Context: an optimization exercise on an open-source flow, tuned for small area, a short achievable clock period and few clock cycles. The choices shown serve that exercise and are no tape-out recipe.
Where RTL was checked, it was by simulation tests only, not by an equivalence proof against the original.
For runs 1 to 6, only the layout was checked, not whether the RTL still works.
No activity file was given, so power comes from the tool's default toggle rates.

==> design.v <==
package reindeer_pkg;
    localparam int XLEN          = 32;
    localparam int REG_ADDR_BITS = 5;
    localparam int MEM_ADDR_BITS = 10;
    localparam int PC_BITWIDTH   = MEM_ADDR_BITS + 2;
endpackage
`timescale 1ns/1ps
`default_nettype none
module reindeer_core (
    input  logic        clk,
    input  logic        arst_n_i,
    input  logic        start_i,
    input  logic [11:0] start_address_i,
    input  logic [31:0] mem_read_data_i,
    input  logic        mem_read_ack_i,
    input  logic [42:0] ocd_reg_i,
    output logic [9:0]  mem_addr_o,
    output logic        mem_read_en_o,
    output logic [31:0] ocd_reg_read_data_o,
    output logic        paused_o,
    output logic [11:0] peek_pc_o,
    output logic [31:0] peek_ir_o
);
    localparam logic [6:0] OPCODE_OP_IMM = 7'b0010011;
    localparam logic [6:0] OPCODE_OP     = 7'b0110011;
    localparam logic [6:0] OPCODE_LUI    = 7'b0110111;
    logic [4:0]  ocd_raddr;
    logic        ocd_we;
    logic [4:0]  ocd_waddr;
    logic [31:0] ocd_wdata;
    assign ocd_raddr = ocd_reg_i[42:38];
    assign ocd_we    = ocd_reg_i[37];
    assign ocd_waddr = ocd_reg_i[36:32];
    assign ocd_wdata = ocd_reg_i[31:0];
    logic        paused_q;    
    logic        out_q;       
    logic        live_q;      
    logic [9:0]  faddr_q;     
    logic [31:0] h_q, s_q;    
    logic        hv_q, sv_q;  
    logic        h_legal_q, h_op_q, s_legal_q, s_op_q;
    logic        dph_q;       
    logic        in_legal, in_op;
    logic        halt;        
    logic        issue;       
    logic        keep;        
    logic        req;
    logic        arrive;
    logic        refill;      
    assign in_op    = (mem_read_data_i[6:0] == OPCODE_OP);
    assign in_legal = (mem_read_data_i[6:0] == OPCODE_OP_IMM) || in_op ||
                      (mem_read_data_i[6:0] == OPCODE_LUI);
    assign halt   = hv_q & ~h_legal_q;
    assign issue  = hv_q & h_legal_q & (~h_op_q | dph_q);
    assign keep   = hv_q & h_legal_q & h_op_q & ~dph_q;
    assign refill = ~hv_q | issue;
    assign req    = ~paused_q & ~halt &
                    (~out_q | (mem_read_ack_i & ~(sv_q & issue & s_op_q)));
    assign arrive = mem_read_ack_i & live_q & ~halt;
    always_ff @(posedge clk or negedge arst_n_i) begin
        if (!arst_n_i) begin
            paused_q  <= 1'b1;
            out_q     <= 1'b0;
            live_q    <= 1'b0;
            faddr_q   <= '0;
            h_q       <= '0;
            hv_q      <= 1'b0;
            sv_q      <= 1'b0;
            dph_q     <= 1'b0;
        end else begin
            paused_q <= paused_q ? ~start_i : halt;
            out_q    <= req | (out_q & ~mem_read_ack_i);
            live_q   <= req | (live_q & ~mem_read_ack_i & ~halt);
            if (paused_q && start_i) begin
                faddr_q <= start_address_i[11:2];
            end else if (halt) begin
                faddr_q <= faddr_q - 10'd1 - {9'd0, sv_q} - {9'd0, live_q};
            end else if (req) begin
                faddr_q <= faddr_q + 10'd1;
            end
            dph_q <= keep;
            if (halt) begin
                hv_q <= 1'b0;
                sv_q <= 1'b0;
            end else if (refill) begin
                hv_q <= sv_q | arrive;
                sv_q <= sv_q & arrive;
                if (sv_q) begin
                    h_q <= s_q;
                end else if (arrive) begin
                    h_q <= mem_read_data_i;
                end
            end else if (arrive) begin
                sv_q <= 1'b1;
            end
        end
    end
    always_ff @(posedge clk) begin
        if (refill) begin
            h_legal_q <= sv_q ? s_legal_q : in_legal;
            h_op_q    <= sv_q ? s_op_q : in_op;
        end
        if (arrive && !(refill && !sv_q)) begin
            s_q       <= mem_read_data_i;
            s_legal_q <= in_legal;
            s_op_q    <= in_op;
        end
    end
    assign mem_addr_o    = faddr_q;
    assign mem_read_en_o = req;
    assign paused_o      = paused_q;
    assign peek_pc_o     = {faddr_q, 2'b00};
    assign peek_ir_o     = h_q;
    logic [31:0] rf [1:31];
    logic        we;
    logic [4:0]  waddr;
    logic [31:0] wdata;
    logic [31:0] result;
    logic        ev_q;
    logic [4:0]  rd_q;
    assign we    = paused_q ? ocd_we : ev_q;
    assign waddr = paused_q ? ocd_waddr : rd_q;
    assign wdata = result;
    for (genvar i = 1; i < 32; i++) begin : g_rf
        always_ff @(posedge clk) begin
            if (we && (waddr == 5'(i))) begin
                rf[i] <= wdata;
            end
        end
    end
    logic [4:0]  raddr_q;     
    logic        fwd_q;       
    logic [4:0]  raddr_d;
    logic [31:0] nxt;         
    logic        is_op, is_lui;
    logic [2:0]  f3;
    logic [4:0]  rd;
    logic [31:0] imm;
    logic [4:0]  ra;
    logic [31:0] rdata;
    logic [31:0] a_q, b_q;
    logic        sub_q, left_q, sra_q;
    logic        sel_add_q, sel_lt_q, sel_ltu_q, sel_xor_q, sel_or_q, sel_and_q, sel_sh_q;
    logic        ev_d;
    assign is_op  = h_op_q;
    assign is_lui = (h_q[6:0] == OPCODE_LUI);
    assign f3     = h_q[14:12];
    assign rd     = h_q[11:7];
    assign imm    = is_lui ? {h_q[31:12], 12'b0} : {{20{h_q[31]}}, h_q[31:20]};
    assign ev_d   = issue && (rd != 5'd0);
    assign nxt     = sv_q ? s_q : mem_read_data_i;
    assign raddr_d = keep ? h_q[24:20] : nxt[19:15];
    always_ff @(posedge clk) begin
        raddr_q <= raddr_d;
        fwd_q   <= ev_d && (rd == raddr_d);
    end
    logic [31:0] rf_r [0:31];
    always_comb begin
        rf_r[0] = '0;
        for (int i = 1; i < 32; i++) begin
            rf_r[i] = rf[i];
        end
    end
    assign ra    = paused_q ? ocd_raddr : raddr_q;
    assign rdata = rf_r[ra];
    logic        alt, sub, bsel;
    assign alt  = (h_q[31:25] == 7'b0100000) && (is_op || (f3 == 3'b101)) && !is_lui;
    assign sub  = !is_lui && (((f3 == 3'b000) && alt) || (f3 == 3'b010) || (f3 == 3'b011));
    assign bsel = is_op || paused_q;
    always_ff @(posedge clk) begin
        if (!dph_q) begin
            a_q <= is_lui ? '0 : (fwd_q ? result : rdata);
        end
        b_q      <= (bsel ? rdata : imm) ^ {32{sub && !paused_q}};
        sub_q    <= sub;
        sel_add_q <= issue && (is_lui || (f3 == 3'b000));
        sel_lt_q  <= issue && !is_lui && (f3 == 3'b010);
        sel_ltu_q <= issue && !is_lui && (f3 == 3'b011);
        sel_xor_q <= issue && !is_lui && (f3 == 3'b100);
        sel_or_q  <= issue && !is_lui && (f3 == 3'b110);
        sel_and_q <= issue && !is_lui && (f3 == 3'b111);
        sel_sh_q  <= issue && !is_lui && (f3[1:0] == 2'b01);
        left_q    <= (f3 == 3'b001);
        sra_q     <= alt && (f3 == 3'b101);
        rd_q     <= rd;
    end
    always_ff @(posedge clk or negedge arst_n_i) begin
        if (!arst_n_i) begin
            ev_q <= 1'b0;
        end else begin
            ev_q <= ev_d;
        end
    end
    logic [33:0] sum;
    logic        lt, ltu;
    logic [31:0] sh_in, sh_out, sh_res;
    assign sum = {1'b0, a_q, 1'b1} + {1'b0, b_q, sub_q};
    assign ltu = ~sum[33];
    assign lt  = (a_q[31] ^ ~b_q[31]) ? a_q[31] : sum[32];
    always_comb begin
        for (int i = 0; i < 32; i++) begin
            sh_in[i] = left_q ? a_q[31-i] : a_q[i];
        end
    end
    assign sh_out = 32'($signed({sra_q & a_q[31], sh_in}) >>> b_q[4:0]);
    always_comb begin
        for (int i = 0; i < 32; i++) begin
            sh_res[i] = left_q ? sh_out[31-i] : sh_out[i];
        end
    end
    assign result = ({32{sel_add_q}} & sum[32:1]) |
                    ({32{sel_xor_q}} & (a_q ^ b_q)) |
                    ({32{sel_or_q}}  & (a_q | b_q)) |
                    ({32{sel_and_q}} & (a_q & b_q)) |
                    ({32{sel_sh_q}}  & sh_res) |
                    {31'd0, (sel_lt_q & lt) | (sel_ltu_q & ltu)} |
                    ({32{paused_q}} & ocd_wdata);
    assign ocd_reg_read_data_o = b_q;
endmodule
`default_nettype wire
==> run.sh <==
#!/bin/bash
# synth_recipe.tcl (not shown) runs the flow's synth.tcl, then flattens the netlist and writes it again
# the make line also repeats each setting of config.mk as NAME=value (left out here)
make -C /OpenROAD-flow-scripts/flow DESIGN_CONFIG=/design/flow/config.mk WORK_HOME=/design/flow/orfs CLKGATE_MAP_FILE= SYNTH_SCRIPT=/design/flow/synth_recipe.tcl finish
==> config.mk <==
export PLATFORM = sky130hd
export DESIGN_NAME = reindeer_core
export DESIGN_NICKNAME = reindeer_core
export VERILOG_FILES = /design/flow/design.v
export SDC_FILE = /design/flow/constraint.sdc
export NUM_CORES = 4
export LEC_CHECK = 0
export CAP_MARGIN = 20
export CELL_PAD_IN_SITES_DETAIL_PLACEMENT = 2
export CELL_PAD_IN_SITES_GLOBAL_PLACEMENT = 2
export CORE_MARGIN = 2
export CORE_UTILIZATION = 50
export CTS_BUF_LIST = sky130_fd_sc_hd__clkbuf_8
export CTS_CLUSTER_SIZE = 20
export SETUP_SLACK_MARGIN = 2.5
export SLEW_MARGIN = 20
==> constraint.sdc <==
create_clock -name core_clock -period 6.0 [get_ports {clk}]
set_input_delay 1.2000 -clock core_clock [delete_from_list [all_inputs] [get_ports {clk}]]
set_output_delay 1.2000 -clock core_clock [all_outputs]
set_load 0.01 [all_outputs]
==> impl_metrics.ini, run 1 <==
[outcome]
status = aborted with a tool error
last-stage-reached = clock tree synthesis (4_1_cts)
error_line = [ERROR DPL-0033] detailed placement checks failed during check placement.

[floorplan]
rows = 115
start_util = 0.5059
fp.dieH_um = 319.8
io_pins = 179
dieWidth_um = 319.8

[logic_synthesis]
async_flop_share = 0.04217
synthFlopType = edfxtp_1
yosys_warnings = 3
synth.distinct_cells = 84
synthCells = 3501
yosys-top-cells-area = edfxtp_1, a22oi_1, dfrtp_1
ys_seq_elements = 1162
synth-edff-count = 1060
synth_common_cells = edfxtp_1, nand2_1, a22oi_1
syn_area_sq_mm = 0.04986
synth.most_common_cell = edfxtp_1
yosysTopAreaCell = edfxtp_1
yosysSeqAreaShare = 0.6843
syn_avg_cell_area_sq_um = 14.24
synth_top_area_share = 0.6384

[place]
gp_congestion = 0.9393
place.port_buffers = 174
dp_hpwl_um = 170300

[clock_network]
postCtsSetupBuffers = 347
ctsResizeCount = 664
cts.sinks = 1162
numCtsBuffers = 188
cts_hold_buffers = 0
htreeDepth = 4
cts-root-buf = clkbuf_8
clock_path_buffers = 3
## worst min path at each step
stage                    start               to  cells past startpoint
3_3_place_gp   out_q$_DFF_PN0_  out_q$_DFF_PN0_                      1
3_5_place_dp   out_q$_DFF_PN0_  out_q$_DFF_PN0_                      1
2_1_floorplan  out_q$_DFF_PN0_  out_q$_DFF_PN0_                      1
## metrics by stage
stage	hold slack [ns]	setup WS [ns]	std cells	cell area, sq um
after detailed placement	0.4968	0.2388	4917	54640
after global placement	0.4637	0.5945	4914	54570
after floorplan	0.4538	2.167	3502	50160
## cell families after synthesis
| kind of cell | after synthesis | synth area share |
|---|---|---|
| buf+inv | 339 | 0.02948 |
| compound gates | 1018 | 0.1498 |
| flops | 1162 | 0.6843 |
| fa+ha+maj | 71 | 0.01827 |
| other cells | 1 | 0.00007521 |
| xor+xnor | 55 | 0.009661 |
| simple gates | 720 | 0.06880 |
| mux | 135 | 0.03962 |
## power groups by stage
stage | clock, mW | sequential, mW | combinational (mW)
floorplan | 0 | 11.2 | 6.73
detailed placement | 0 | 11.8 | 12.5
global placement | 0 | 11.7 | 11.3
==> inputs of run 2 (changes only) <==
--- a/config.mk
+++ b/config.mk
@@ -10,5 +10,5 @@
 export CELL_PAD_IN_SITES_GLOBAL_PLACEMENT = 2
 export CORE_MARGIN = 2
-export CORE_UTILIZATION = 50
+export CORE_UTILIZATION = 40
 export CTS_BUF_LIST = sky130_fd_sc_hd__clkbuf_8
 export CTS_CLUSTER_SIZE = 20
==> run 2 against run 1 <==
Now clean on timing, DRC and antenna; synthesized area unchanged; synthesized cell count unchanged.
==> impl_metrics.ini, run 2 <==
[final_layout]
multi_input_area_sq_mm = 0.01772
largest_reg_flops = 992
mostFrequentLayoutCell = edfxtp_1
final_net_count = 4509
fill_cells = 11050
regMostFlops = rf
fin_area_sq_mm = 0.06785
seqCellArea_sq_mm = 0.03416
syn2layout_area_growth_pct = 36.06
drive_gt1_frac = 0.3287
mostFrequentLayoutCells = edfxtp_1, buf_4, nand2_1

[routing]
drtAntennaViolNets = 0
drcViolationCount = 0
drt-total-wl_um = 311200
via_per_inst = 7.245
drt_iter0_drc = 7265
drt-pass1-iter-count = 8
wl_per_cell_um = 50.56
vias = 44590

[timing]
max_freq_mhz = 234.7
fin_crit_ns = 4.261
drv_slew = 0
fin_worst_skew_ns = 0.09696
worstMarginPinSlew_ns = 1.145
fin_setup_tns_ns = 0
setup_violations = 0
final_hold_viol_count = 0
max_slew_margin = 0.2366
fin_ws_ns = 1.739
rsz0062_at_grt = yes
fin_crit_sh = 0.7102

[setup_path]
cp_cell_sequence = inv_2 -> ha_4 -> a2111oi_4 -> o21ai_1 -> a41o_1 -> and2_4 -> or3_4 -> a221oi_4 -> o21bai_1 -> a31oi_1 -> fa_2 -> o21ai_4 -> a21oi_2 -> o211ai_1 -> buf_4 -> a21o_4
regToRegEndpoint = rf[13][31]$_DFFE_PP_
critPathKind = flip-flop to flip-flop
r2r_slack_ns = 1.74
startpoint_type = flip-flop
crit-reg2reg-launch = a_q[16]$_SDFFCE_PP0N_
crit_end = rf[13][31]$_DFFE_PP_
cpMaxStageDelayCell = edfxtp_1
critPathTopFamily = compound AO/OA/AOI/OAI gates
required_ns = 6.73
slowest_delay_ns = 0.49
path_max_fanout = 8
crit_cells = 16
r2r_cells = 16
crit_buf_inv = 2
arrival_ns = 4.99
startpoint = a_q[16]$_SDFFCE_PP0N_
cp-end-kind = flip-flop

[place]
place.port_buffers = 174
gp_congestion = 0.8827
pre_cts_slack_ns = 0.5248
place_area_sq_mm = 0.05518
dp_hpwl_um = 151000

[outcome]
status = finished clean

[logic_synthesis]
yosys-top-cells-area = edfxtp_1, a22oi_1, dfrtp_1
synth-edff-count = 1060
ys_seq_elements = 1162
synth_common_cells = edfxtp_1, nand2_1, a22oi_1
yosys_warnings = 3
synth.distinct_cells = 84
yosysSeqAreaShare = 0.6843
syn_avg_cell_area_sq_um = 14.24
yosysTopAreaCell = edfxtp_1
syn_area_sq_mm = 0.04986
synthFlopType = edfxtp_1
synthCells = 3501
async_flop_share = 0.04217
synth.most_common_cell = edfxtp_1
synth_top_area_share = 0.6384

[global_route]
grt_pass1_wl_um = 367200
grt_max_degree = 50
gr-total-overflow = 0
grt_pass1_vias = 42480
antenna_found_initial = 26
grtUsageTotal = 0.4251

[pwr]
p_sw_frac = 0.4477
p_sw_mw = 16.90
pwr-share-comb = 0.498
p_per_area_mw_per_mm2 = 556.3
vdd_drop_max_v = 0.0002834
total_power_mw = 37.74
leakage_nw = 24.51
clkPwrFrac = 0.199
cellInternalPower_mw = 20.85
p_seq_frac = 0.303

[floorplan]
rows = 129
io_pins = 179
fp.dieH_um = 357.1
dieWidth_um = 357.1
start_util = 0.4033
core_area_sq_mm = 0.1236
die-area_sq_mm = 0.1275

[clock_network]
clock_path_buffers = 3
cts_hold_buffers = 0
cts_tree = done
clk_latency_ns = 1.01
cts.sinks = 1162
htreeDepth = 4
cts-root-buf = clkbuf_8
numCtsBuffers = 195
clk_pin_slew_ns = 0.07

[min_path]
hp-class = primary input to async pin

[job]
cap_violations = 0
-- run 2: per-layer routing --
metal,vias to the layer above,GRT usage,part of all wire
met5,-,0.008889,0.00024
met4,8,0.2945,0.10
met3,1570,0.1161,0.13
met2,4520,0.6673,0.44
met1,22730,0.5097,0.33
li1,15770,-,-
-- run 2: timing repair --
item / 4_1_cts / 5_1_grt
pin swaps: 102 / 196
gates resized for setup: 398 / 433
cloned: 22 / 24
buffers inserted: 230 / 233
setup endpoints to repair: 1105 / 868
-- run 2: area by class of cell --
type / instances / share of cell area
flip-flops and latches: 1162 / 0.5036
multi-input cells: 2014 / 0.2612
repair buffers: 862 / 0.1450
clock buffers: 205 / 0.04159
well taps: 1637 / 0.03019
clock inverters: 147 / 0.01107
inverters: 109 / 0.006436
diodes: 16 / 0.0005901
repair inverters: 3 / 0.0003504
-- run 2: cell families (layout without fill, tap and decap cells) --
family | Yosys count | after routing | share of synthesized area
fa+ha+maj | 71 | 71 | 0.01827
flops | 1162 | 1162 | 0.6843
buf+inv | 339 | 1326 | 0.02948
simple gates | 720 | 727 | 0.06880
xor+xnor | 55 | 55 | 0.009661
mux | 135 | 135 | 0.03962
other cells | 1 | 18 | 0.00007521
compound gates | 1018 | 1024 | 0.1498
-- run 2: worst min path at each step --
stage / from / end / depth (start not counted)
global placement: out_q$_DFF_PN0_ / out_q$_DFF_PN0_ / 1
floorplan: out_q$_DFF_PN0_ / out_q$_DFF_PN0_ / 1
detailed placement: out_q$_DFF_PN0_ / out_q$_DFF_PN0_ / 1
global route: arst_n_i / faddr_q[9]$_DFFE_PN0P_ / 2
CTS: arst_n_i / faddr_q[9]$_DFFE_PN0P_ / 2
finish: arst_n_i / faddr_q[9]$_DFFE_PN0P_ / 2
-- run 2: through the flow --
| step | util | cells | hold WS [ns] |
|---|---|---|---|
| 6_report | 0.5487 | 6155 | 0.4081 |
| 5_1_grt | 0.5485 | 6143 | 0.4290 |
| 4_1_cts | 0.5101 | 5880 | 0.3733 |
| 3_5_place_dp | 0.4463 | 5276 | 0.4896 |
| 3_3_place_gp | 0.4458 | 5273 | 0.4657 |
| 2_1_floorplan | - | 3502 | 0.4538 |
-- run 2: power groups by stage --
| stage | combinational [mW] | clock [mW] | sequential, mW |
|---|---|---|---|
| after floorplan | 6.73 | 0 | 11.2 |
| after global placement | 11.8 | 0 | 11.7 |
| after detailed placement | 12.2 | 0 | 11.8 |
| after CTS | 15.3 | 6.81 | 11.4 |
| after global routing | 19.1 | 7.67 | 11.5 |
| final | 18.8 | 7.49 | 11.4 |
==> inputs of run 3 (changes only) <==
--- a/config.mk
+++ b/config.mk
@@ -10,7 +10,5 @@
 export CELL_PAD_IN_SITES_GLOBAL_PLACEMENT = 2
 export CORE_MARGIN = 2
-export CORE_UTILIZATION = 40
-export CTS_BUF_LIST = sky130_fd_sc_hd__clkbuf_8
-export CTS_CLUSTER_SIZE = 20
+export CORE_UTILIZATION = 30
 export SETUP_SLACK_MARGIN = 2.5
 export SLEW_MARGIN = 20
==> run 3 against run 2 <==
Sequential share of layout area shrank 0.32 points; synthesized cell count is the same; combinational power shrank 9%; critical path depth did not move; fmax rose by 2.2%; first-iteration DRC count is 20% lower.
==> impl_metrics.ini, run 3 <==
[place]
dp_hpwl_um = 152100
gp_congestion = 0.8759
dp_cells = 5861
place.port_buffers = 174

[min_path]
hold_depth = 1
min_from = out_q$_DFF_PN0_
hp-class = flip-flop to flip-flop
hold_end = out_q$_DFF_PN0_

[clock_network]
cts.sinks = 1162
cts_tree = done
clk_latency_ns = 0.83
cts-root-buf = clkbuf_16
numCtsBuffers = 133
clk_pin_slew_ns = 0.06
htreeDepth = 4
clock_path_buffers = 3

[logic_synthesis]
synth-edff-count = 1060
synth_top_area_share = 0.6384
yosysSeqAreaShare = 0.6843
synth.most_common_cell = edfxtp_1
ys_seq_elements = 1162
yosysTopAreaCell = edfxtp_1
syn_avg_cell_area_sq_um = 14.24
synthCells = 3501
syn_area_sq_mm = 0.04986
yosys_warnings = 3
synthFlopType = edfxtp_1
synth.distinct_cells = 84
async_flop_share = 0.04217
synth_common_cells = edfxtp_1, nand2_1, a22oi_1
yosys-top-cells-area = edfxtp_1, a22oi_1, dfrtp_1

[final_layout]
mostFrequentLayoutCell = edfxtp_1
syn2layout_area_growth_pct = 36.92
final_net_count = 4430
mostFrequentLayoutCells = edfxtp_1, buf_4, nand2_1
fill_cells = 16110
drive_gt1_frac = 0.3092
final_util = 0.4138
post_layout_nonfiller_instances = 6562
largest_reg_flops = 992
regMostFlops = rf

[routing]
via_per_inst = 6.226
drt_iter0_drc = 5830
vias = 40860
drt-total-wl_um = 273700
wl_per_cell_um = 41.71
drcViolationCount = 0
drtAntennaViolNets = 0
drt-pass1-iter-count = 8

[timing]
max_freq_mhz = 239.8
fin_worst_skew_ns = 0.05546
final_hold_viol_count = 0
setup_violations = 0
hold_slack_ns = 0.5199
drv_slew = 0
fin_crit_sh = 0.6950
fin_setup_tns_ns = 0
max_slew_margin = 0.2007
worstMarginPinSlew_ns = 1.195
fin_crit_ns = 4.170
rsz0062_at_grt = yes

[pwr]
p_per_area_mw_per_mm2 = 538.7
leakage_nw = 24.25
vdd_drop_max_v = 0.0002648
total_power_mw = 36.78

[setup_path]
startpoint_type = flip-flop
crit-reg2reg-launch = a_q[1]$_SDFFCE_PP0N_
critPathKind = flip-flop to flip-flop
r2r_slack_ns = 1.83
required_ns = 6.64
r2r_cells = 16
cp-end-kind = flip-flop
regToRegEndpoint = rf[12][31]$_DFFE_PP_
arrival_ns = 4.81
path_max_fanout = 8

[floorplan]
io_pins = 179
fp.dieH_um = 411.7
dieWidth_um = 411.7
start_util = 0.3022
die-area_sq_mm = 0.1695
core_area_sq_mm = 0.1650
rows = 149

[job]
cap_violations = 0

[global_route]
grt_pass1_wl_um = 339200
antenna_found_initial = 12
met2_usage = 0.4663
met1_usage = 0.3764
grt_use_met3 = 0.05419
grt_max_degree = 51
grt_pass1_vias = 39340
grtUsageTotal = 0.2901
gr-total-overflow = 0
grt-busiest-layer = met2

[outcome]
status = finished clean
[run 3: cell counts after synthesis]
Identical to the previous run, type by type.
[run 3: metrics by stage]
step | setup slack (ns) | area, sq um
3_5_place_dp | 0.5815 | 56220
5_1_grt | 1.788 | 68270
3_3_place_gp | 0.5701 | 56150
6_report | 1.830 | 68270
4_1_cts | 1.877 | 63830
2_1_floorplan | 2.167 | 50160
[run 3: repair_timing]
action / 4_1_cts / 5_1_grt
hold buffers: 0 / 0
cloned: 23 / 21
gates resized for setup: 310 / 414
setup endpoints to repair: 1366 / 787
buffers inserted: 176 / 241
pin swaps: 75 / 190
[run 3: worst max-delay path by stage]
stage	from	end	slack, ns	cells after the start
5_1_grt	b_q[16]$_DFF_P_	rf[15][31]$_DFFE_PP_	1.79	17
3_5_place_dp	ocd_reg_i[40]	a_q[26]$_SDFFCE_PP0N_	0.58	10
2_1_floorplan	paused_q$_DFF_PN1_	rf[10][0]$_DFFE_PP_	2.17	9
4_1_cts	b_q[20]$_DFF_P_	rf[12][0]$_DFFE_PP_	1.88	17
6_report	a_q[1]$_SDFFCE_PP0N_	rf[12][31]$_DFFE_PP_	1.83	16
3_3_place_gp	ocd_reg_i[42]	a_q[26]$_SDFFCE_PP0N_	0.57	10
[run 3: cell families (layout without fill, tap and decap cells)]
| logic type | count (synthesis) | in the layout | synth area share |
|---|---|---|---|
| flops | 1162 | 1162 | 0.6843 |
| compound gates | 1018 | 1021 | 0.1498 |
| simple gates | 720 | 726 | 0.06880 |
| buf+inv | 339 | 1197 | 0.02948 |
| mux | 135 | 136 | 0.03962 |
| fa+ha+maj | 71 | 71 | 0.01827 |
| xor+xnor | 55 | 55 | 0.009661 |
| other cells | 1 | 5 | 0.00007521 |
[run 3: worst max-delay path, stage by stage (launching register included)]
cell and delay [ns]:
edfxtp_1 0.51, buf_4 0.23, ha_1 0.25, o211a_4 0.28
o21ai_2 0.25, a211oi_2 0.14, or3_4 0.40, a221oi_4 0.35
o21bai_2 0.14, a31oi_4 0.22, fa_2 0.47, o21ai_2 0.13
a21oi_2 0.04, o211ai_1 0.10, buf_4 0.18, buf_12 0.13
a21o_4 0.17
[run 3: power by group]
part	internal, mW	switching (mW)
Combinational	6.61	10.4
Clock	4.58	3.74
Sequential	10.5	0.926
Total	21.7	15.1
[run 3: cell type report]
class,instances,area (sq um),area share
repair inverters,6,46.29,0.0006781
well taps,2189,2739,0.04012
repair buffers,845,9422,0.1380
clock inverters,67,685.7,0.01004
diodes,3,7.507,0.0001100
multi-input cells,2011,17250,0.2527
clock buffers,170,3520,0.05155
flip-flops and latches,1162,34160,0.5004
inverters,109,439.2,0.006433
[run 3: metal layers]
layer	wire length (um)	vias up
met2	124800	2774
li1	-	15590
met4	19140	10
met3	26620	855
met5	60	-
met1	103100	21630
==> inputs of run 4 (changes only) <==
--- a/design.v
+++ b/design.v
@@ -43,4 +43,5 @@
     logic        in_legal, in_op;
     logic        halt;        
+    logic        halt_q;      
     logic        issue;       
     logic        keep;        
@@ -61,4 +62,5 @@
         if (!arst_n_i) begin
             paused_q  <= 1'b1;
+            halt_q    <= 1'b0;
             out_q     <= 1'b0;
             live_q    <= 1'b0;
@@ -69,10 +71,11 @@
             dph_q     <= 1'b0;
         end else begin
-            paused_q <= paused_q ? ~start_i : halt;
+            paused_q <= paused_q ? ~start_i : halt_q;
+            halt_q   <= halt & ~halt_q;
             out_q    <= req | (out_q & ~mem_read_ack_i);
             live_q   <= req | (live_q & ~mem_read_ack_i & ~halt);
             if (paused_q && start_i) begin
                 faddr_q <= start_address_i[11:2];
-            end else if (halt) begin
+            end else if (halt && !halt_q) begin
                 faddr_q <= faddr_q - 10'd1 - {9'd0, sv_q} - {9'd0, live_q};
             end else if (req) begin
@@ -81,5 +84,5 @@
             dph_q <= keep;
             if (halt) begin
-                hv_q <= 1'b0;
+                hv_q <= ~halt_q;
                 sv_q <= 1'b0;
             end else if (refill) begin
@@ -119,7 +122,10 @@
     logic        ev_q;
     logic [4:0]  rd_q;
-    assign we    = paused_q ? ocd_we : ev_q;
-    assign waddr = paused_q ? ocd_waddr : rd_q;
-    assign wdata = result;
+    logic [31:0] w_q;
+    logic        wv_q;
+    logic [4:0]  wrd_q;
+    assign we    = paused_q ? ocd_we : wv_q;
+    assign waddr = paused_q ? ocd_waddr : wrd_q;
+    assign wdata = paused_q ? ocd_wdata : w_q;
     for (genvar i = 1; i < 32; i++) begin : g_rf
         always_ff @(posedge clk) begin
@@ -131,4 +137,6 @@
     logic [4:0]  raddr_q;     
     logic        fwd_q;       
+    logic        fwdw_q;      
+    logic [31:0] rdw;         
     logic [4:0]  raddr_d;
     logic [31:0] nxt;         
@@ -154,4 +162,5 @@
         raddr_q <= raddr_d;
         fwd_q   <= ev_d && (rd == raddr_d);
+        fwdw_q  <= ev_q && (rd_q == raddr_d);
     end
     logic [31:0] rf_r [0:31];
@@ -164,4 +173,5 @@
     assign ra    = paused_q ? ocd_raddr : raddr_q;
     assign rdata = rf_r[ra];
+    assign rdw   = fwdw_q ? w_q : rdata;
     logic        alt, sub, bsel;
     assign alt  = (h_q[31:25] == 7'b0100000) && (is_op || (f3 == 3'b101)) && !is_lui;
@@ -170,15 +180,15 @@
     always_ff @(posedge clk) begin
         if (!dph_q) begin
-            a_q <= is_lui ? '0 : (fwd_q ? result : rdata);
-        end
-        b_q      <= (bsel ? rdata : imm) ^ {32{sub && !paused_q}};
+            a_q <= is_lui ? '0 : (fwd_q ? result : rdw);
+        end
+        b_q      <= (bsel ? rdw : imm) ^ {32{sub && !paused_q}};
         sub_q    <= sub;
-        sel_add_q <= issue && (is_lui || (f3 == 3'b000));
-        sel_lt_q  <= issue && !is_lui && (f3 == 3'b010);
-        sel_ltu_q <= issue && !is_lui && (f3 == 3'b011);
-        sel_xor_q <= issue && !is_lui && (f3 == 3'b100);
-        sel_or_q  <= issue && !is_lui && (f3 == 3'b110);
-        sel_and_q <= issue && !is_lui && (f3 == 3'b111);
-        sel_sh_q  <= issue && !is_lui && (f3[1:0] == 2'b01);
+        sel_add_q <= is_lui || (f3 == 3'b000);
+        sel_lt_q  <= !is_lui && (f3 == 3'b010);
+        sel_ltu_q <= !is_lui && (f3 == 3'b011);
+        sel_xor_q <= !is_lui && (f3 == 3'b100);
+        sel_or_q  <= !is_lui && (f3 == 3'b110);
+        sel_and_q <= !is_lui && (f3 == 3'b111);
+        sel_sh_q  <= !is_lui && (f3[1:0] == 2'b01);
         left_q    <= (f3 == 3'b001);
         sra_q     <= alt && (f3 == 3'b101);
@@ -188,7 +198,13 @@
         if (!arst_n_i) begin
             ev_q <= 1'b0;
+            wv_q <= 1'b0;
         end else begin
             ev_q <= ev_d;
-        end
+            wv_q <= ev_q;
+        end
+    end
+    always_ff @(posedge clk) begin
+        w_q   <= result;
+        wrd_q <= rd_q;
     end
     logic [33:0] sum;
@@ -214,6 +230,5 @@
                     ({32{sel_and_q}} & (a_q & b_q)) |
                     ({32{sel_sh_q}}  & sh_res) |
-                    {31'd0, (sel_lt_q & lt) | (sel_ltu_q & ltu)} |
-                    ({32{paused_q}} & ocd_wdata);
+                    {31'd0, (sel_lt_q & lt) | (sel_ltu_q & ltu)};
     assign ocd_reg_read_data_o = b_q;
 endmodule
==> run 4 against run 3 <==
Global-route usage is 1.5 points higher; worst hold slack lost 0.077 ns; wire length up 8.4%; critical path type unchanged; critical endpoint is now a_q[0]$_SDFFCE_PP0N_.
==> impl_metrics.ini, run 4 <==
[floorplan]
die-area_sq_mm = 0.1831
core_area_sq_mm = 0.1784
start_util = 0.3021
io_pins = 179
fp.dieH_um = 427.9
rows = 155
dieWidth_um = 427.9

[routing]
drcViolationCount = 0
vias = 44810
drt-total-wl_um = 296800
wl_per_cell_um = 42.30
drtAntennaViolNets = 0
via_per_inst = 6.387
drt-pass1-iter-count = 7
drt_iter0_drc = 6975

[final_layout]
regMostFlops = rf
drive_gt1_frac = 0.3108
mostFrequentLayoutCell = edfxtp_1
fill_cells = 17440
final_net_count = 4708
syn2layout_area_growth_pct = 34.28
seqCellArea_sq_mm = 0.03497
largest_reg_flops = 992
multi_input_area_sq_mm = 0.02029
final_util = 0.4057
fin_area_sq_mm = 0.07238
mostFrequentLayoutCells = edfxtp_1, buf_4, o221ai_1

[setup_path]
cp_cell_sequence = inv_2 -> fa_2 -> nor2b_4 -> o2111ai_4 -> a2111oi_4 -> o21ai_2 -> a31oi_4 -> o211ai_1 -> a21oi_2 -> a211oi_2 -> fa_2 -> nand2_2 -> o221ai_2 -> a221o_1 -> or4_4 -> o21a_1
crit_buf_inv = 1
startpoint_type = flip-flop
arrival_ns = 4.84
crit_top_cell = fa_2
cp-end-kind = flip-flop
critPathTopFamily = compound AO/OA/AOI/OAI gates
required_ns = 6.53
critPathKind = flip-flop to flip-flop
slowest_delay_ns = 0.47
path_max_fanout = 3
cpMaxStageDelayCell = edfxtp_1

[pwr]
cellInternalPower_mw = 23.19
leakage_nw = 24.73
p_sw_frac = 0.4318
vdd_drop_max_v = 0.0003071
p_sw_mw = 17.62
p_per_area_mw_per_mm2 = 563.8
pwr-share-comb = 0.486
clkPwrFrac = 0.207
p_seq_frac = 0.307
total_power_mw = 40.81

[timing]
fin_crit_sh = 0.7190
setup_violations = 0
drv_slew = 0
fin_worst_skew_ns = 0.04430
final_hold_viol_count = 0
max_slew_margin = 0.2297
fin_setup_tns_ns = 0
fin_crit_ns = 4.314
rsz0062_at_grt = yes
max_freq_mhz = 231.8
worstMarginPinSlew_ns = 1.155

[global_route]
grtUsageTotal = 0.3046
grt_max_degree = 56
grt_pass1_wl_um = 387500
antenna_found_initial = 19
grt_pass1_vias = 44280
gr-total-overflow = 0

[logic_synthesis]
synth.most_common_cell = edfxtp_1
synthCells = 3917
yosysSeqAreaShare = 0.6480
syn_avg_cell_area_sq_um = 13.76
async_flop_share = 0.04243
synth_common_cells = edfxtp_1, o221ai_1, a21oi_1
syn_area_sq_mm = 0.05390
ys_seq_elements = 1202
synth-edff-count = 1060
synth.distinct_cells = 105
yosys-top-cells-area = edfxtp_1, o221ai_1, dfxtp_1
synthFlopType = edfxtp_1
yosysTopAreaCell = edfxtp_1
synth_top_area_share = 0.5905
yosys_warnings = 3

[clock_network]
numCtsBuffers = 133
cts_tree = done
clk_latency_ns = 0.82
cts.sinks = 1202
clk_pin_slew_ns = 0.06
clock_path_buffers = 3
cts_hold_buffers = 0
cts-root-buf = clkbuf_16
htreeDepth = 4

[min_path]
hp-class = flip-flop to flip-flop

[job]
cap_violations = 0

[place]
place_area_sq_mm = 0.05994
dp_hpwl_um = 170500
gp_congestion = 0.8624
place.port_buffers = 174

[outcome]
status = finished clean
-- run 4: power by group through the flow --
stage               sequential [mW]  clock [mW]  combinational [mW]
floorplan                      12.0           0                8.15
global placement               12.7           0                14.9
detailed placement             12.8           0                15.2
CTS                            12.5        8.41                18.0
global route                   12.6        8.74                20.4
finish                         12.5        8.43                19.8
-- run 4: final cells by class --
cell class | instances | area share
multi-input cells | 2219 | 0.2803
well taps | 2355 | 0.04071
inverters | 180 | 0.009369
diodes | 8 | 0.0002766
clock inverters | 72 | 0.01087
repair buffers | 810 | 0.1261
flip-flops and latches | 1202 | 0.4832
clock buffers | 170 | 0.04918
-- run 4: what timing repair did --
item,CTS,global route
resized for setup,528,248
setup endpoints to repair,1082,208
pin swaps,141,145
buffers inserted,221,141
cloned,24,12
-- run 4: path summary, 6_finish.rpt --
kind / slack (ns) / depth (start not counted) / start / endpoint
setup / recovery: 1.69 / 16 / a_q[0]$_SDFFCE_PP0N_ / a_q[0]$_SDFFCE_PP0N_
hold / removal: 0.44 / 0 / rd_q[0]$_DFF_P_ / wrd_q[0]$_DFF_P_
setup reg to reg: 1.69 / 16 / a_q[0]$_SDFFCE_PP0N_ / a_q[0]$_SDFFCE_PP0N_
hold reg to reg: 0.44 / 0 / rd_q[0]$_DFF_P_ / wrd_q[0]$_DFF_P_
max in group asynchronous: 4.78 / 2 / arst_n_i / sv_q$_DFFE_PN0P_
min in group asynchronous: 0.57 / 2 / arst_n_i / h_q[30]$_DFFE_PN0P_
-- run 4: cell families after synthesis --
family                     share of synthesized area
AOI/OAI and AO/OA                             0.1773
DFF                                           0.6480
and+or+nand+nor                              0.06553
buffers and inverters                        0.03932
muxes                                        0.04222
adders and majority gates                    0.01690
xor gates and xnor gates                     0.01056
other                                     0.00006957
-- run 4: routing by layer --
layer / track usage / up-vias / wire, um
met5: 0 / - / 28
met2: 0.4797 / 3058 / 134000
met4: 0.1514 / 4 / 17970
met1: 0.4047 / 23840 / 116000
li1: - / 17180 / -
met3: 0.05344 / 733 / 28760
-- run 4: worst reg2reg max path: stages, from the launching register on --
cell and delay (ns):
edfxtp_1 0.47, inv_2 0.09, fa_2 0.44, nor2b_4 0.17, o2111ai_4 0.19, a2111oi_4 0.46, o21ai_2 0.13, a31oi_4 0.22
o211ai_1 0.15, a21oi_2 0.20, a211oi_2 0.07, fa_2 0.35, nand2_2 0.07, o221ai_2 0.08, a221o_1 0.29, or4_4 0.47
o21a_1 0.20
-- run 4: through the flow --
step	setup WS (ns)	std cells	hold WS [ns]
floorplan	1.907	3918	0.3461
detailed placement	0.3727	6368	0.4188
CTS	1.754	6855	0.4304
global placement	0.4541	6367	0.4249
finish	1.686	7016	0.4428
global route	1.628	7012	0.4570
==> inputs of run 5 (changes only) <==
--- a/design.v
+++ b/design.v
@@ -149,4 +149,5 @@
     logic [31:0] a_q, b_q;
     logic        sub_q, left_q, sra_q;
+    logic [4:0]  shamt_q;     
     logic        sel_add_q, sel_lt_q, sel_ltu_q, sel_xor_q, sel_or_q, sel_and_q, sel_sh_q;
     logic        ev_d;
@@ -192,4 +193,5 @@
         sel_sh_q  <= !is_lui && (f3[1:0] == 2'b01);
         left_q    <= (f3 == 3'b001);
+        shamt_q   <= bsel ? rdw[4:0] : imm[4:0];
         sra_q     <= alt && (f3 == 3'b101);
         rd_q     <= rd;
@@ -208,10 +210,27 @@
         wrd_q <= rd_q;
     end
-    logic [33:0] sum;
-    logic        lt, ltu;
     logic [31:0] sh_in, sh_out, sh_res;
-    assign sum = {1'b0, a_q, 1'b1} + {1'b0, b_q, sub_q};
-    assign ltu = ~sum[33];
-    assign lt  = (a_q[31] ^ ~b_q[31]) ? a_q[31] : sum[32];
+    logic [32:0] kg [0:6];
+    logic [32:0] kp [0:6];
+    logic [31:0] hp;
+    assign hp = a_q ^ b_q;
+    assign kg[0] = {a_q & b_q, sub_q};
+    assign kp[0] = {hp, 1'b0};
+    for (genvar l = 0; l < 6; l++) begin : g_ks
+        for (genvar e = 0; e < 33; e++) begin : g_e
+            if (e >= (1 << l)) begin : g_m
+                assign kg[l+1][e] = kg[l][e] | (kp[l][e] & kg[l][e - (1 << l)]);
+                assign kp[l+1][e] = kp[l][e] & kp[l][e - (1 << l)];
+            end else begin : g_p
+                assign kg[l+1][e] = kg[l][e];
+                assign kp[l+1][e] = kp[l][e];
+            end
+        end
+    end
+    logic [31:0] c;
+    assign c = kg[6][31:0];
+    logic cmp0, cmp1;
+    assign cmp1 = (sel_lt_q & (a_q[31] & b_q[31])) | (sel_ltu_q & ~(a_q[31] | b_q[31]));
+    assign cmp0 = (sel_lt_q & (a_q[31] | b_q[31])) | (sel_ltu_q & ~(a_q[31] & b_q[31]));
     always_comb begin
         for (int i = 0; i < 32; i++) begin
@@ -219,5 +238,5 @@
         end
     end
-    assign sh_out = 32'($signed({sra_q & a_q[31], sh_in}) >>> b_q[4:0]);
+    assign sh_out = 32'($signed({sra_q & a_q[31], sh_in}) >>> shamt_q);
     always_comb begin
         for (int i = 0; i < 32; i++) begin
@@ -225,10 +244,17 @@
         end
     end
-    assign result = ({32{sel_add_q}} & sum[32:1]) |
-                    ({32{sel_xor_q}} & (a_q ^ b_q)) |
-                    ({32{sel_or_q}}  & (a_q | b_q)) |
-                    ({32{sel_and_q}} & (a_q & b_q)) |
-                    ({32{sel_sh_q}}  & sh_res) |
-                    {31'd0, (sel_lt_q & lt) | (sel_ltu_q & ltu)};
+    logic [31:0] early, r_c0, r_c1;
+    assign early = ({32{sel_xor_q}} & (a_q ^ b_q)) |
+                   ({32{sel_or_q}}  & (a_q | b_q)) |
+                   ({32{sel_and_q}} & (a_q & b_q)) |
+                   ({32{sel_sh_q}}  & sh_res);
+    assign r_c0 = early | ({32{sel_add_q}} & hp);
+    assign r_c1 = early | ({32{sel_add_q}} & ~hp);
+    always_comb begin
+        for (int i = 0; i < 32; i++) begin
+            result[i] = c[i] ? r_c1[i] : r_c0[i];
+        end
+        result[0] = result[0] | (c[31] ? cmp1 : cmp0);
+    end
     assign ocd_reg_read_data_o = b_q;
 endmodule
==> flow/run.sh (new file) <==
#!/bin/bash
# The standard layout, except that the ports get plain buffers instead of
# the delay cells buffer_ports picks by default. Each port still has its own
# buffer; the resizer may size them later.
set -euo pipefail
export BUFFER_PORTS_ARGS="-buffer_cell sky130_fd_sc_hd__buf_2"
bash standard.sh > standard.log 2>&1
==> standard.sh (new file) <==
#!/bin/bash
# synth_recipe.tcl (not shown) runs the flow's synth.tcl, then flattens the netlist and writes it again
# the make line also repeats each setting of config.mk as NAME=value (left out here)
make -C /OpenROAD-flow-scripts/flow DESIGN_CONFIG=/design/flow/config.mk WORK_HOME=/design/flow/orfs CLKGATE_MAP_FILE= SYNTH_SCRIPT=/design/flow/synth_recipe.tcl "${@:-finish}"
removed: run.sh
==> run 5 against run 4 <==
Still clean on timing, DRC and antenna; synthesized area fell by 3.7%; sequential share of layout area rose by 3.9 points; final area fell by 7.2%; clock skew grew 0.0029 ns; die area fell by 3.7%; worst hold slack got worse by 0.075 ns; combinational power is 16% lower; fmax is 10% higher; clock-buffer cell count grew 10; first-iteration DRC count is 20% lower; critical path type unchanged; largest cell class unchanged.
==> impl_metrics.ini, run 5 <==
[outcome]
status = finished clean

[floorplan]
rows = 152
start_util = 0.3021
dieWidth_um = 419.9
io_pins = 179
die-area_sq_mm = 0.1763
fp.dieH_um = 419.9
core_area_sq_mm = 0.1717

[final_layout]
post_layout_nonfiller_instances = 6641
mostFrequentLayoutCell = edfxtp_1
largest_reg_flops = 992
syn2layout_area_growth_pct = 29.46
fill_cells = 16970
fin_area_sq_mm = 0.06717
multi_input_area_sq_mm = 0.01732
drive_gt1_frac = 0.3135
final_net_count = 4382
regMostFlops = rf
mostFrequentLayoutCells = edfxtp_1, buf_4, nand2_1
final_util = 0.3911
seqCellArea_sq_mm = 0.03505

[timing]
fin_crit_ns = 3.912
max_slew_margin = 0.1344
drv_slew = 0
fin_worst_skew_ns = 0.04721
final_hold_viol_count = 0
setup_violations = 0
fin_ws_ns = 2.088
max_freq_mhz = 255.6
worstMarginPinSlew_ns = 1.282
hold_slack_ns = 0.3679
fin_setup_tns_ns = 0
fin_crit_sh = 0.6520
rsz0062_at_grt = yes

[clock_network]
cts_tree = done
clk_latency_ns = 0.82
cts.sinks = 1207
clk_pin_slew_ns = 0.06
numCtsBuffers = 137
clock_path_buffers = 3
htreeDepth = 4
cts-root-buf = clkbuf_16

[pwr]
leakage_nw = 23.90
total_power_mw = 37.36
p_per_area_mw_per_mm2 = 556.3
vdd_drop_max_v = 0.0003119

[setup_path]
required_ns = 6.55
startpoint_type = flip-flop
arrival_ns = 4.46
path_max_fanout = 5
critPathKind = flip-flop to flip-flop
crit-reg2reg-launch = paused_q$_DFF_PN1_
cp-end-kind = flip-flop
startpoint = paused_q$_DFF_PN1_

[place]
place.port_buffers = 174
pre_cts_slack_ns = 0.8656
gp_congestion = 0.8508
place_area_sq_mm = 0.05667
dp_cells = 6027
dp_hpwl_um = 151100

[global_route]
gr-total-overflow = 0
grt_pass1_wl_um = 352100
antenna_found_initial = 18
grtUsageTotal = 0.2916
grt_max_degree = 65
grt_pass1_vias = 40440

[routing]
wl_per_cell_um = 40.72
drtAntennaViolNets = 0
drt_iter0_drc = 5576
drt-pass1-iter-count = 5
via_per_inst = 6.045
vias = 40150
drt-total-wl_um = 270400
drcViolationCount = 0

[logic_synthesis]
synthCells = 3583
syn_avg_cell_area_sq_um = 14.48
synth_common_cells = edfxtp_1, nand2_1, a22oi_1
synthFlopType = edfxtp_1
async_flop_share = 0.04225
ys_seq_elements = 1207
yosys-top-cells-area = edfxtp_1, dfxtp_1, a22oi_1
synth.most_common_cell = edfxtp_1
synth_top_area_share = 0.6135
yosysTopAreaCell = edfxtp_1
syn_area_sq_mm = 0.05188
synth.distinct_cells = 102
yosysSeqAreaShare = 0.6751
synth-edff-count = 1060
yosys_warnings = 5

[min_path]
min_from = ev_q$_DFF_PN0_
hp-class = flip-flop to flip-flop

[job]
cap_violations = 0
run 5: path summary, 6_finish.rpt:
path	slack, ns	depth (start not counted)	to
setup / recovery	2.09	18	a_q[10]$_SDFFCE_PP0N_
max in group asynchronous	4.87	2	sv_q$_DFFE_PN0P_
min in group asynchronous	0.55	2	h_q[30]$_DFFE_PN0P_
hold / removal	0.37	0	wv_q$_DFF_PN0_
hold reg to reg	0.37	0	wv_q$_DFF_PN0_
setup reg to reg	2.09	18	a_q[10]$_SDFFCE_PP0N_
run 5: worst max-delay path: stages, from the launching register on:
cell and delay (ns):
dfstp_4 0.63, buf_4 0.11, buf_6 0.11, mux2i_4 0.24, buf_12 0.13, buf_12 0.12, buf_12 0.11, buf_12 0.12
a221oi_4 0.05, buf_12 0.17, buf_12 0.15, buf_4 0.14, a222oi_1 0.34, nand4_1 0.32, nor3_2 0.29, buf_6 0.21
a2bb2oi_4 0.18, a21oi_2 0.08, o21a_1 0.15
run 5: logic make-up (layout without fill, tap and decap cells):
| kind of cell | after synthesis | count (layout) | share of synthesized area |
|---|---|---|---|
| other cells | 1 | 5 | 0.00007228 |
| mux | 186 | 187 | 0.05108 |
| buf+inv | 351 | 1093 | 0.03108 |
| fa+ha+maj | 69 | 69 | 0.01678 |
| simple gates | 649 | 650 | 0.05884 |
| compound gates | 1050 | 1050 | 0.1552 |
| xor+xnor | 70 | 70 | 0.01182 |
| flops | 1207 | 1207 | 0.6751 |
run 5: layout make-up:
class	count	share of cell area
sequential	1207	0.5218
inverter	119	0.006706
tap	2310	0.04303
multi-input combinational	2028	0.2579
antenna	3	0.0001118
timing repair buffer	729	0.1053
clock buffer	180	0.05529
clock inverter	65	0.009779
run 5: repair_timing:
item,4_1_cts,5_1_grt
gates cloned,12,6
buffers inserted,253,94
hold buffers,0,0
resized for setup,341,150
pin swaps,127,120
endpoints found under the setup margin,1024,224
run 5: power by group:
part           switching (mW)  internal [mW]  leakage (nW)
combinational            10.8           5.85          10.7
sequential               1.03           11.2          11.1
clock                    3.74           4.74          2.13
total                    15.6           21.8          23.9
run 5: routing by layer:
layer,track usage,vias to the layer above,part of all wire
li1,-,15650,-
met1,0.3883,21470,0.40
met2,0.4533,2381,0.45
met3,0.05030,634,0.081
met4,0.1553,10,0.065
met5,0,-,0.00038
==> inputs of run 6 (changes only) <==
--- a/design.v
+++ b/design.v
@@ -34,4 +34,5 @@
     assign ocd_wdata = ocd_reg_i[31:0];
     logic        paused_q;    
+    logic        run_q;       
     logic        out_q;       
     logic        live_q;      
@@ -56,10 +57,27 @@
     assign keep   = hv_q & h_legal_q & h_op_q & ~dph_q;
     assign refill = ~hv_q | issue;
-    assign req    = ~paused_q & ~halt &
-                    (~out_q | (mem_read_ack_i & ~(sv_q & issue & s_op_q)));
+    logic        en0_q, en1_q;
+    assign req    = mem_read_ack_i ? en1_q : en0_q;
     assign arrive = mem_read_ack_i & live_q & ~halt;
+    logic        paused_n, halt_q_n, out_n, live_n, dph_n, hv_n, sv_n;
+    logic        h_legal_n, h_op_n, s_op_n, s_take;
+    logic        halt_n1, issue_n1;
+    assign paused_n  = paused_q ? ~start_i : halt_q;
+    assign halt_q_n  = halt & ~halt_q;
+    assign out_n     = req | (out_q & ~mem_read_ack_i);
+    assign live_n    = req | (live_q & ~mem_read_ack_i & ~halt);
+    assign dph_n     = keep;
+    assign hv_n      = halt ? ~halt_q : (refill ? (sv_q | arrive) : hv_q);
+    assign sv_n      = halt ? 1'b0 : (refill ? (sv_q & arrive) : (sv_q | arrive));
+    assign s_take    = arrive & ~(refill & ~sv_q);
+    assign h_legal_n = refill ? (sv_q ? s_legal_q : in_legal) : h_legal_q;
+    assign h_op_n    = refill ? (sv_q ? s_op_q : in_op) : h_op_q;
+    assign s_op_n    = s_take ? in_op : s_op_q;
+    assign halt_n1   = hv_n & ~h_legal_n;
+    assign issue_n1  = hv_n & h_legal_n & (~h_op_n | dph_n);
     always_ff @(posedge clk or negedge arst_n_i) begin
         if (!arst_n_i) begin
             paused_q  <= 1'b1;
+            run_q     <= 1'b0;
             halt_q    <= 1'b0;
             out_q     <= 1'b0;
@@ -70,9 +88,17 @@
             sv_q      <= 1'b0;
             dph_q     <= 1'b0;
+            en0_q     <= 1'b0;
+            en1_q     <= 1'b0;
         end else begin
-            paused_q <= paused_q ? ~start_i : halt_q;
-            halt_q   <= halt & ~halt_q;
-            out_q    <= req | (out_q & ~mem_read_ack_i);
-            live_q   <= req | (live_q & ~mem_read_ack_i & ~halt);
+            paused_q <= paused_n;
+            run_q    <= ~paused_n;
+            halt_q   <= halt_q_n;
+            out_q    <= out_n;
+            live_q   <= live_n;
+            dph_q    <= dph_n;
+            hv_q     <= hv_n;
+            sv_q     <= sv_n;
+            en0_q    <= ~paused_n & ~halt_n1 & ~out_n;
+            en1_q    <= ~paused_n & ~halt_n1 & (~out_n | ~(sv_n & issue_n1 & s_op_n));
             if (paused_q && start_i) begin
                 faddr_q <= start_address_i[11:2];
@@ -82,11 +108,5 @@
                 faddr_q <= faddr_q + 10'd1;
             end
-            dph_q <= keep;
-            if (halt) begin
-                hv_q <= ~halt_q;
-                sv_q <= 1'b0;
-            end else if (refill) begin
-                hv_q <= sv_q | arrive;
-                sv_q <= sv_q & arrive;
+            if (!halt && refill) begin
                 if (sv_q) begin
                     h_q <= s_q;
@@ -94,18 +114,14 @@
                     h_q <= mem_read_data_i;
                 end
-            end else if (arrive) begin
-                sv_q <= 1'b1;
-            end
-        end
-    end
-    always_ff @(posedge clk) begin
-        if (refill) begin
-            h_legal_q <= sv_q ? s_legal_q : in_legal;
-            h_op_q    <= sv_q ? s_op_q : in_op;
-        end
-        if (arrive && !(refill && !sv_q)) begin
+            end
+        end
+    end
+    always_ff @(posedge clk) begin
+        h_legal_q <= h_legal_n;
+        h_op_q    <= h_op_n;
+        s_op_q    <= s_op_n;
+        if (s_take) begin
             s_q       <= mem_read_data_i;
             s_legal_q <= in_legal;
-            s_op_q    <= in_op;
         end
     end
@@ -172,5 +188,5 @@
         end
     end
-    assign ra    = paused_q ? ocd_raddr : raddr_q;
+    assign ra    = run_q ? raddr_q : ocd_raddr;
     assign rdata = rf_r[ra];
     assign rdw   = fwdw_q ? w_q : rdata;
@@ -178,10 +194,10 @@
     assign alt  = (h_q[31:25] == 7'b0100000) && (is_op || (f3 == 3'b101)) && !is_lui;
     assign sub  = !is_lui && (((f3 == 3'b000) && alt) || (f3 == 3'b010) || (f3 == 3'b011));
-    assign bsel = is_op || paused_q;
+    assign bsel = is_op || !run_q;
     always_ff @(posedge clk) begin
         if (!dph_q) begin
             a_q <= is_lui ? '0 : (fwd_q ? result : rdw);
         end
-        b_q      <= (bsel ? rdw : imm) ^ {32{sub && !paused_q}};
+        b_q      <= (bsel ? rdw : imm) ^ {32{sub && run_q}};
         sub_q    <= sub;
         sel_add_q <= is_lui || (f3 == 3'b000);
==> run 6 against run 5 <==
Still clean; synthesized area up 3.0%; first-iteration DRC count fell by 7.1%; power down 6.4%; register-to-register slack improved by 0.21 ns; setup slack better by 0.21 ns; sequential share of layout area increased by 0.35 points.
==> impl_metrics.ini, run 6 <==
[logic_synthesis]
synth.most_common_cell = edfxtp_1
yosysTopAreaCell = edfxtp_1
synth_common_cells = edfxtp_1, nand2_1, a22oi_1
syn_avg_cell_area_sq_um = 13.85
syn_area_sq_mm = 0.05346
yosysSeqAreaShare = 0.6562
yosys_warnings = 5
synth_top_area_share = 0.5938
synth-edff-count = 1057
synthCells = 3859
synth.distinct_cells = 99
yosys-top-cells-area = edfxtp_1, dfxtp_1, a22oi_1
ys_seq_elements = 1210
async_flop_share = 0.04463
synthFlopType = edfxtp_1

[setup_path]
startpoint_type = flip-flop
critPathKind = flip-flop to flip-flop
cp-end-kind = flip-flop
r2r_slack_ns = 2.30
required_ns = 6.61
arrival_ns = 4.31
path_max_fanout = 11

[clock_network]
clock_path_buffers = 3
cts_tree = done
numCtsBuffers = 134
cts-root-buf = clkbuf_16
clk_latency_ns = 0.79
cts.sinks = 1210
clk_pin_slew_ns = 0.06
htreeDepth = 4

[floorplan]
start_util = 0.3029
core_area_sq_mm = 0.1765
dieWidth_um = 426.1
rows = 154
io_pins = 179
fp.dieH_um = 426.1
die-area_sq_mm = 0.1816

[global_route]
grt_use_met3 = 0.04293
grt_pass1_wl_um = 351100
met1_usage = 0.3562
grtUsageTotal = 0.2778
gr-total-overflow = 0
grt-busiest-layer = met2
met2_usage = 0.4565
grt_max_degree = 55
grt_pass1_vias = 41730
antenna_found_initial = 13

[timing]
drv_slew = 0
max_freq_mhz = 270.5
fin_crit_sh = 0.6162
fin_worst_skew_ns = 0.03215
max_slew_margin = 0.1964
final_hold_viol_count = 0
fin_crit_ns = 3.697
setup_violations = 0
fin_setup_tns_ns = 0
worstMarginPinSlew_ns = 1.203
rsz0062_at_grt = yes
fin_ws_ns = 2.303

[place]
dp_hpwl_um = 167200
place.port_buffers = 174
pre_cts_slack_ns = 0.8611
gp_congestion = 0.9285

[pwr]
p_per_area_mw_per_mm2 = 523.1
pwr-share-comb = 0.410
p_sw_mw = 14.20
p_sw_frac = 0.4061
clkPwrFrac = 0.238
leakage_nw = 22.93
vdd_drop_max_v = 0.0002626
p_seq_frac = 0.352
cellInternalPower_mw = 20.76

[routing]
drt_iter0_drc = 5179
drtAntennaViolNets = 0
drt-pass1-iter-count = 6
drt-total-wl_um = 259800
wl_per_cell_um = 38.45
via_per_inst = 6.103
vias = 41230
drcViolationCount = 0

[final_layout]
syn2layout_area_growth_pct = 25.02
largest_reg_flops = 992
mostFrequentLayoutCells = edfxtp_1, buf_4, nand2_1
mostFrequentLayoutCell = edfxtp_1
regMostFlops = rf
final_net_count = 4470
drive_gt1_frac = 0.2809

[outcome]
status = finished clean

[job]
cap_violations = 0

[min_path]
hp-class = flip-flop to flip-flop
## run 6: worst max-delay path: stages (launching register included)
cell and delay [ns]:
dfrtp_4 0.50, buf_6 0.14, buf_12 0.15, bufbuf_16 0.29, or4b_4 0.57, a2bb2oi_4 0.18
buf_12 0.14, buf_4 0.28, a22oi_1 0.15, o211a_1 0.16, nand4_1 0.36, a22oi_2 0.17
or2_1 0.25, a21oi_1 0.14
## run 6: power groups by stage
stage	combinational, mW	sequential, mW	clock (mW)
floorplan	7.07	11.8	0
global placement	11.8	12.6	0
detailed placement	12.0	12.6	0
CTS	13.6	12.3	8.42
global route	15.0	12.3	8.72
finish	14.3	12.3	8.32
## run 6: per-layer routing
| metal | up-vias | share of wire |
|---|---|---|
| met1 | 22130 | 0.39 |
| met4 | 4 | 0.057 |
| met2 | 2102 | 0.47 |
| met5 | - | 0.00012 |
| met3 | 541 | 0.075 |
| li1 | 16460 | - |
## run 6: layout make-up
| type | instances | area [sq um] |
|---|---|---|
| flip-flops and latches | 1210 | 35100 |
| clock buffers | 183 | 3694 |
| multi-input cells | 2210 | 18640 |
| repair buffers | 605 | 5288 |
| fillers | 17680 | 109700 |
| well taps | 2340 | 2928 |
| clock inverters | 54 | 596.8 |
| inverters | 149 | 561.8 |
| diodes | 5 | 12.51 |
## run 6: repair_timing
action	in CTS	in global routing
buffers inserted	141	79
resized for setup	273	143
endpoints found under the setup margin	124	238
hold buffers	0	0
cloned	6	4
pin swaps	82	92
## run 6: kinds of logic (layout without fill, tap and decap cells)
logic type                 Yosys count  count (layout)  synth area share
and+or+nand+nor                    706             709           0.06781
muxes                              200             200           0.05084
xor gates and xnor gates            71              71           0.01163
DFF                               1210            1210            0.6562
AOI/OAI and AO/OA                 1159            1159            0.1623
buffers and inverters              443             991           0.03492
adders and majority gates           69              69           0.01629
other                                1               7        0.00007015
## run 6: path summary, 6_finish.rpt
| kind | endpoint | cells past startpoint | startpoint |
|---|---|---|---|
| max | a_q[2]$_SDFFCE_PP0N_ | 13 | run_q$_DFF_PN0_ |
| min | wrd_q[3]$_DFF_P_ | 0 | rd_q[3]$_DFF_P_ |
| max reg2reg | a_q[2]$_SDFFCE_PP0N_ | 13 | run_q$_DFF_PN0_ |
| min reg2reg | wrd_q[3]$_DFF_P_ | 0 | rd_q[3]$_DFF_P_ |
| max in group asynchronous | run_q$_DFF_PN0_ | 2 | arst_n_i |
| min in group asynchronous | h_q[1]$_DFFE_PN0P_ | 2 | arst_n_i |
## run 6: per-stage QoR
stage / instances / util / hold slack, ns / cell area, sq um / total power, mW
finish: 6756 / 0.3786 / 0.3715 / 66830 / 34.96
global route: 6753 / 0.3786 / 0.3787 / 66820 / 36.05
CTS: 6666 / 0.3699 / 0.3746 / 65300 / 34.29
global placement: 6279 / 0.3291 / 0.3617 / 58090 / 24.40
detailed placement: 6282 / 0.3295 / 0.3642 / 58160 / 24.69
floorplan: 3860 / - / 0.3461 / 53490 / 18.83
==> inputs of run 7 (changes only) <==
--- a/design.v
+++ b/design.v
@@ -151,5 +151,5 @@
         end
     end
-    logic [4:0]  raddr_q;     
+    logic [31:1] oh_q;        
     logic        fwd_q;       
     logic        fwdw_q;      
@@ -161,6 +161,4 @@
     logic [4:0]  rd;
     logic [31:0] imm;
-    logic [4:0]  ra;
-    logic [31:0] rdata;
     logic [31:0] a_q, b_q;
     logic        sub_q, left_q, sra_q;
@@ -176,19 +174,23 @@
     assign nxt     = sv_q ? s_q : mem_read_data_i;
     assign raddr_d = keep ? h_q[24:20] : nxt[19:15];
-    always_ff @(posedge clk) begin
-        raddr_q <= raddr_d;
-        fwd_q   <= ev_d && (rd == raddr_d);
-        fwdw_q  <= ev_q && (rd_q == raddr_d);
-    end
-    logic [31:0] rf_r [0:31];
-    always_comb begin
-        rf_r[0] = '0;
+    logic        fwdw_d;
+    assign fwdw_d = ev_q && (rd_q == raddr_d);
+    always_ff @(posedge clk) begin
+        fwd_q  <= ev_d && (rd == raddr_d);
+        fwdw_q <= fwdw_d;
         for (int i = 1; i < 32; i++) begin
-            rf_r[i] = rf[i];
-        end
-    end
-    assign ra    = run_q ? raddr_q : ocd_raddr;
-    assign rdata = rf_r[ra];
-    assign rdw   = fwdw_q ? w_q : rdata;
+            oh_q[i] <= (raddr_d == 5'(i)) && !fwdw_d;
+        end
+    end
+    logic [31:1] rsel;
+    always_comb begin
+        for (int i = 1; i < 32; i++) begin
+            rsel[i] = run_q ? oh_q[i] : (ocd_raddr == 5'(i));
+        end
+        rdw = {32{fwdw_q}} & w_q;
+        for (int i = 1; i < 32; i++) begin
+            rdw = rdw | ({32{rsel[i]}} & rf[i]);
+        end
+    end
     logic        alt, sub, bsel;
     assign alt  = (h_q[31:25] == 7'b0100000) && (is_op || (f3 == 3'b101)) && !is_lui;
--- a/config.mk
+++ b/config.mk
@@ -11,4 +11,6 @@
 export CORE_MARGIN = 2
 export CORE_UTILIZATION = 30
-export SETUP_SLACK_MARGIN = 2.5
+export CTS_CLUSTER_DIAMETER = 80
+export CTS_CLUSTER_SIZE = 20
+export SETUP_SLACK_MARGIN = 3.0
 export SLEW_MARGIN = 20
==> run 7 against run 6 <==
Still clean; critical path depth stayed put; final area is 0.74% higher; setup slack better by 0.26 ns; sequential power hardly changed; sequential share of layout area is 0.40 points higher; synthesized area is 3.0% lower; wire length is 0.44% higher; largest cell class unchanged; largest power group unchanged.
==> impl_metrics.ini, run 7 <==
[timing]
rsz0062_at_grt = yes
max_slew_margin = 0.3750
hold_slack_ns = 0.3754
fin_crit_sh = 0.5727
final_hold_viol_count = 0
fin_worst_skew_ns = 0.05257
setup_violations = 0
worstMarginPinSlew_ns = 0.9318
max_freq_mhz = 291.0
fin_ws_ns = 2.564
fin_setup_tns_ns = 0
fin_crit_ns = 3.436
drv_slew = 0

[setup_path]
required_ns = 6.41
r2r_cells = 12
startpoint_type = primary input
regToRegEndpoint = a_q[25]$_SDFFCE_PP0N_
arrival_ns = 3.85
path_max_fanout = 7
crit-reg2reg-launch = run_q$_DFF_PN0_
cp-end-kind = flip-flop
critPathKind = primary input to flip-flop
r2r_slack_ns = 2.57

[logic_synthesis]
yosysTopAreaCell = edfxtp_1
yosysSeqAreaShare = 0.6863
synth-edff-count = 1057
syn_area_sq_mm = 0.05186
syn_avg_cell_area_sq_um = 14.51
yosys_warnings = 4
synth.most_common_cell = edfxtp_1
synth.distinct_cells = 86
yosys-top-cells-area = edfxtp_1, dfxtp_1, dfrtp_1
synth_top_area_share = 0.6120
ys_seq_elements = 1236
synthCells = 3574
synth_common_cells = edfxtp_1, nand2_1, nor2_1
synthFlopType = edfxtp_1
async_flop_share = 0.04369

[routing]
drtAntennaViolNets = 0
drt_iter0_drc = 5005
vias = 39020
wl_per_cell_um = 39.74
via_per_inst = 5.943
drt-total-wl_um = 260900
drt-pass1-iter-count = 8
drcViolationCount = 0

[clock_network]
clk_pin_slew_ns = 0.08
clk_latency_ns = 0.74
cts.sinks = 1236
cts_tree = done
htreeDepth = 3
cts-root-buf = clkbuf_16
numCtsBuffers = 81
clock_path_buffers = 3

[pwr]
clkPwrFrac = 0.168
vdd_drop_max_v = 0.0002451
p_sw_mw = 14.91
p_per_area_mw_per_mm2 = 534.2
p_seq_frac = 0.345
leakage_nw = 23.57
cellInternalPower_mw = 21.05
total_power_mw = 35.96
p_sw_frac = 0.4146
pwr-share-comb = 0.488

[floorplan]
rows = 152
die-area_sq_mm = 0.1762
start_util = 0.3020
io_pins = 179
dieWidth_um = 419.8
fp.dieH_um = 419.8
core_area_sq_mm = 0.1717

[min_path]
min_from = rd_q[4]$_DFF_P_
hold_end = wrd_q[4]$_DFF_P_
hold_depth = 0
hp-class = flip-flop to flip-flop

[place]
dp_cells = 5938
place_area_sq_mm = 0.05664
dp_hpwl_um = 142900
gp_congestion = 0.8272
place.port_buffers = 174
pre_cts_slack_ns = 1.394

[final_layout]
mostFrequentLayoutCells = edfxtp_1, buf_4, nand2_1
largest_reg_flops = 992
final_net_count = 4368
fin_area_sq_mm = 0.06732
drive_gt1_frac = 0.3550
post_layout_nonfiller_instances = 6566
fill_cells = 16830
regMostFlops = rf
mostFrequentLayoutCell = edfxtp_1
final_util = 0.3920
syn2layout_area_growth_pct = 29.80

[outcome]
status = finished clean

[global_route]
grt_max_degree = 55
grt_pass1_wl_um = 348000
grtUsageTotal = 0.2872
gr-total-overflow = 0
antenna_found_initial = 6
grt_pass1_vias = 39990

[job]
cap_violations = 0
[run 7: cell count changes in the layout (fill, tap and decap cells not counted), moves of 39 or more]
cell and change:
o221ai_1 -109, a221oi_2 +92, a21oi_1 -73, a22o_1 +57, buf_4 +57, clkbuf_16 -56
buf_6 +52, inv_1 -50, o21ai_2 +44, buf_12 +42, nand2_1 -39
[run 7: power by group through the flow]
stage | clock [mW] | combinational (mW) | sequential (mW)
after floorplan | 0 | 7.53 | 12.1
after global placement | 0 | 11.8 | 12.9
after detailed placement | 0 | 12.1 | 12.9
after CTS | 5.99 | 16.1 | 12.4
after global routing | 6.29 | 18.3 | 12.5
final | 6.03 | 17.5 | 12.4
[run 7: cell families after synthesis]
logic type                 synth area share
adders and majority gates           0.01679
AOI/OAI and AO/OA                    0.1408
and+or+nand+nor                     0.06157
xor gates and xnor gates            0.01199
DFF                                  0.6863
muxes                               0.05505
other                            0.00007230
buffers and inverters               0.02740
[run 7: worst max path at each step]
stage	from	depth (start not counted)	slack, ns	endpoint
4_1_cts	a_q[6]$_SDFFCE_PP0N_	11	2.73	a_q[7]$_SDFFCE_PP0N_
2_1_floorplan	ocd_reg_i[37]	4	2.58	rf[10][0]$_DFFE_PP_
5_1_grt	run_q$_DFF_PN0_	12	2.57	a_q[25]$_SDFFCE_PP0N_
3_3_place_gp	ocd_reg_i[40]	11	1.51	a_q[22]$_SDFFCE_PP0N_
3_5_place_dp	ocd_reg_i[40]	11	1.39	a_q[22]$_SDFFCE_PP0N_
6_report	ocd_reg_i[42]	13	2.56	a_q[25]$_SDFFCE_PP0N_
[run 7: layout make-up]
cell class,count,area [sq um],area share
diodes,3,7.507,0.0001115
clock buffers,98,2112,0.03137
clock inverters,30,397.9,0.005910
inverters,102,390.4,0.005799
multi-input cells,2008,18090,0.2687
flip-flops and latches,1236,35630,0.5293
well taps,2310,2890,0.04293
repair buffers,778,7797,0.1158
repair inverters,1,5.005,0.00007434
[run 7: critical path, cell delays in order]
cell and delay [ns]:
buf_16 0.12, buf_4 0.16, nor2b_2 0.18, a21oi_4 0.15
nor2_4 0.10, buf_6 0.15, buf_16 0.15, buf_4 0.15
a222oi_1 0.54, nand3_1 0.21, or3_4 0.52, o21ai_2 0.14
a31oi_1 0.06
[run 7: timing repair]
action | 4_1_cts | 5_1_grt
gates resized for setup | 483 | 153
endpoints found under the setup margin | 1114 | 200
pin swaps | 188 | 163
hold endpoints to repair | 0 | 0
hold buffers | 0 | 0
cloned | 29 | 4
setup buffers | 357 | 107
[run 7: layer usage]
| layer | GRT usage | part of all wire | vias to the layer above |
|---|---|---|---|
| met3 | 0.04004 | 0.069 | 579 |
| met2 | 0.4936 | 0.49 | 2018 |
| met1 | 0.3473 | 0.38 | 20890 |
| li1 | - | - | 15530 |
| met4 | 0.1566 | 0.064 | 2 |
| met5 | 0 | 0.000050 | - |
Testbench counts of run 7, summed over its fixed seeds: cycles 23,918.

Setup slack of run 7, layout unchanged: 2.564 ns with ideal ports, 2.573 ns with driving cells assumed (clock clkbuf_16, inputs buf_2), 1.788 ns with port delays also shifted by the 0.797 ns mid clock arrival.
